What follows belongs to an exercise in optimizing a design on an open flow for small area; a production flow would make more cautious choices. Function was checked by simulation only, so behaviour that the tests miss may differ from the original. Power is estimated from default activity; no workload was simulated.

Setup of job 6789:
Design reg_file_mp, start of the top module:
module reg_file_mp #(
    parameter int DATA_WIDTH = 32,
    parameter int ADDR_WIDTH = 5,
    parameter int NUM_READ   = 2,
    parameter bit ZERO_REG   = 1'b1
) (
    input  logic                           clk,
    input  logic                           reset,
    input  logic                           writeEnable,
    input  logic [ADDR_WIDTH-1:0]          writeAddress,
    input  logic [DATA_WIDTH-1:0]          writeData,
    input  logic [DATA_WIDTH/8-1:0]        writeByteEnable,
    input  logic                           issueValid,
    input  logic [ADDR_WIDTH-1:0]          issueAddress,
    input  logic [NUM_READ*ADDR_WIDTH-1:0] readAddress,
    output logic [NUM_READ*DATA_WIDTH-1:0] readData,
    output logic [NUM_READ-1:0]            readBusy,
    output logic [2**ADDR_WIDTH-1:0]       busyVector
);
Size in the first run: ~1000 flip-flops, about 160 I/O pins, ~42000 um2 of cells after synthesis.
export LEC_CHECK = 0
export CAP_MARGIN = 20
export CORE_MARGIN = 2
export CORE_UTILIZATION = 40
export SLEW_MARGIN = 20
export SYNTH_HIERARCHICAL = 1
create_clock -name core_clock -period 5.0 [get_ports {clk}]
standard.sh (not shown) runs the stock make flow with config.mk's settings and CLKGATE_MAP_FILE= SYNTH_SCRIPT=/design/flow/synth_recipe.tcl, a recipe that flattens the netlist after the stock synthesis.
==> flow/flow/run.sh <==
#!/bin/bash
# Own layout flow: the standard flow (standard synthesis unchanged), with
# smaller port buffers, smaller clock-tree buffers and no CTS dummy loads.
set -euo pipefail
export BUFFER_PORTS_ARGS="-buffer_cell sky130_fd_sc_hd__buf_1"
export CTS_ARGS="-sink_clustering_enable -repair_clock_nets -dont_use_dummy_load -root_buf sky130_fd_sc_hd__clkbuf_16 -buf_list sky130_fd_sc_hd__clkbuf_8"
bash standard.sh > standard_flow.log 2>&1
Job 6789: PASS, flow complete, no timing, DRC or antenna violations
Input-level comparison between job 3803 and job 6789:
Settings: swapping 20 for 10 in SLEW_MARGIN; swapping 20 for 10 in CAP_MARGIN; swapping 40 for 50 in CORE_UTILIZATION.
==> flow/flow/run.sh <==
#!/bin/bash
# Own layout flow: the standard flow (standard synthesis unchanged), with
# smaller port buffers, smaller clock-tree buffers and no CTS dummy loads.
set -euo pipefail
export BUFFER_PORTS_ARGS="-buffer_cell sky130_fd_sc_hd__buf_1"
export CTS_ARGS="-sink_clustering_enable -repair_clock_nets -dont_use_dummy_load -root_buf sky130_fd_sc_hd__clkbuf_16 -buf_list sky130_fd_sc_hd__clkbuf_16 -sink_clustering_size 24 -sink_clustering_max_diameter 80"
bash standard.sh > standard_flow.log 2>&1
[summary]
- Job 3803 finished end to end and its layout was clean on timing, DRC and antenna.
- Compared with job 6789, job 3803 shows a higher fraction of power consumed by sequential logic.
- Portion of total power attributed to combinational logic in job 3803 vs job 6789: up 0.8 points
- Compared with job 6789, in job 3803 post-route clock period utilization picked up an extra 2.2 points, met2 layer wire length in the routed design dropped 0.95%, switching power summed over all nets fell by about 8%.
- Comparing job 3803 and job 6789, the lower utilization was measured on job 6789.
- Taking job 6789 as the reference, in job 3803 highest attainable clock frequency shrank by 5.5 MHz, power shrank by 1.4 mW.
- Against job 6789 as the reference, job 3803 delivers a lower switching power share of the total.
[inputs] job 5865 vs job 3803
Settings: CAP_MARGIN changed from 10 to 20; SLEW_MARGIN changed from 10 to 20; CORE_UTILIZATION changed from 50 to 40.
--- outcome ---
- Job 5865 finished all stages; the layout is clean.
- Global-route usage: job 5865 < job 3803
- Comparing initial antenna violation count for job 5865 and job 3803, the bigger number came from job 5865.
- Comparing job 3803 with job 5865, the clock power share came out essentially unchanged.
- Of job 5865 and job 3803, the run reporting the higher total met2 wirelength after detailed routing was job 5865.
- The die of job 5865 is larger than the one used in job 3803.
- A slowest stage cell on the critical path of sky130_fd_sc_hd__a222oi_1 is what job 3803 shows, while sky130_fd_sc_hd__and2_1 belongs to job 5865.
For job 5384, these inputs were changed with respect to job 5865:
==> flow/run.sh (new file) <==
#!/bin/bash
# synth_recipe.tcl (not shown) runs the flow's synth.tcl, then flattens the netlist and writes it again
# the make line also repeats each setting of config.mk as NAME=value (left out here)
make -C /OpenROAD-flow-scripts/flow DESIGN_CONFIG=/design/flow/config.mk WORK_HOME=/design/flow/orfs CLKGATE_MAP_FILE= SYNTH_SCRIPT=/design/flow/synth_recipe.tcl finish
removed: flow/flow/run.sh
removed: flow/standard.sh
Results
Job 5384 against job 5865: die span in x was more or less identical, final area climbed 7.7%. When the final numbers for job 5865 and job 5384 were put side by side, the relative area of non-clock buffer cells in the final design turned out to be smaller in job 5865. Comparing job 5865 and job 5384, the higher reported net switching power is on job 5384. On job 5384: worst setup slack is 0.48 ns lower than what job 5865 gave. Between job 5865 and job 5384, the register-to-register slack is higher for job 5865. Lower area added between synthesis and finish goes to job 5865 over job 5384. On job 5384: layout cell share with drive strength beyond 1 is 4.1 points higher than what job 5865 gave. In the tables for job 5865 and job 5384, number of placed cells counting well taps reads lower with job 5865. Leakage power figure, job 5384 vs job 5865: up by more than 10%.
Relative to job 5384, the following input files were edited for job 9915:
Settings: putting GPL_TIMING_DRIVEN at 0 where nothing was set.
==> flow/flow/run.sh (new file) <==
#!/bin/bash
# Own layout flow: the standard flow (standard synthesis unchanged), with
# smaller port buffers, larger clock-tree sink clusters and no CTS dummy loads.
set -euo pipefail
export BUFFER_PORTS_ARGS="-buffer_cell sky130_fd_sc_hd__buf_1"
export CTS_ARGS="-sink_clustering_enable -repair_clock_nets -dont_use_dummy_load -root_buf sky130_fd_sc_hd__clkbuf_16 -buf_list sky130_fd_sc_hd__clkbuf_16 -sink_clustering_size 28 -sink_clustering_max_diameter 90"
bash standard.sh > standard_flow.log 2>&1
==> flow/standard.sh (new file) <==
#!/bin/bash
# synth_recipe.tcl (not shown) runs the flow's synth.tcl, then flattens the netlist and writes it again
# the make line also repeats each setting of config.mk as NAME=value (left out here)
make -C /OpenROAD-flow-scripts/flow DESIGN_CONFIG=/design/flow/config.mk WORK_HOME=/design/flow/orfs CLKGATE_MAP_FILE= SYNTH_SCRIPT=/design/flow/synth_recipe.tcl "${@:-finish}"
removed: flow/run.sh
### Flow results
- Per the final summary, job 9915 finished and its layout is clean on timing, DRC and antenna.
- Job 5384 has completed all stages; timing, DRC and antenna checks passed.
- Looking at area growth from synthesis to final layout across job 5384 and job 9915, the one that comes out higher is job 5384.
- Relative to job 5384, sequential share of layout area increased by 2.4 points in job 9915.
- Total placed cells including tap cells | job 9915 above job 5384
- Total internal power: job 9915 vs job 5384 down 20%
- | final period demand of the worst path | lower: job 9915 |
- A critical-path cell with the highest stage delay of sky130_fd_sc_hd__and2_2 is what job 9915 shows, while sky130_fd_sc_hd__clkdlybuf4s50_1 belongs to job 5384.

## static timing again, ports no longer ideal
Ports are ideal in the flow. The routed layouts listed here were re-timed in OpenROAD.
Step 1 sets driving cells, clkbuf_16 on the clock port and buf_2 on the other inputs (assumed; they add their load-dependent delay and slew).
Step 2 times the ports against the registers' clock, not the clock port: input delays grow and output delays shrink by t, the midpoint of the rising clock arrivals with the driver on.
Three values: ideal, step 1, step 2; two values: the first two.
| run | shift t [ns] | setup slack, ns | worst data-port slew with drivers (ns) | pins driven straight from the clock port |
|---|---|---|---|---|
| job 6789 | 0.748 | 0.598 / 0.526 / 1.119 | 0.21 | 1 |
| job 3803 | 0.712 | 0.488 / 0.421 / 1.132 | 0.15 | 1 |
| job 5865 | 0.727 | 0.612 / 0.542 / 1.092 | 0.21 | 1 |
| job 5384 | 0.746 | 0.136 / 0.065 / 0.811 | 0.18 | 1 |
| job 9915 | 0.701 | 0.544 / 0.476 / 1.127 | 0.19 | 1 |
After both steps every run listed still meets setup and hold.
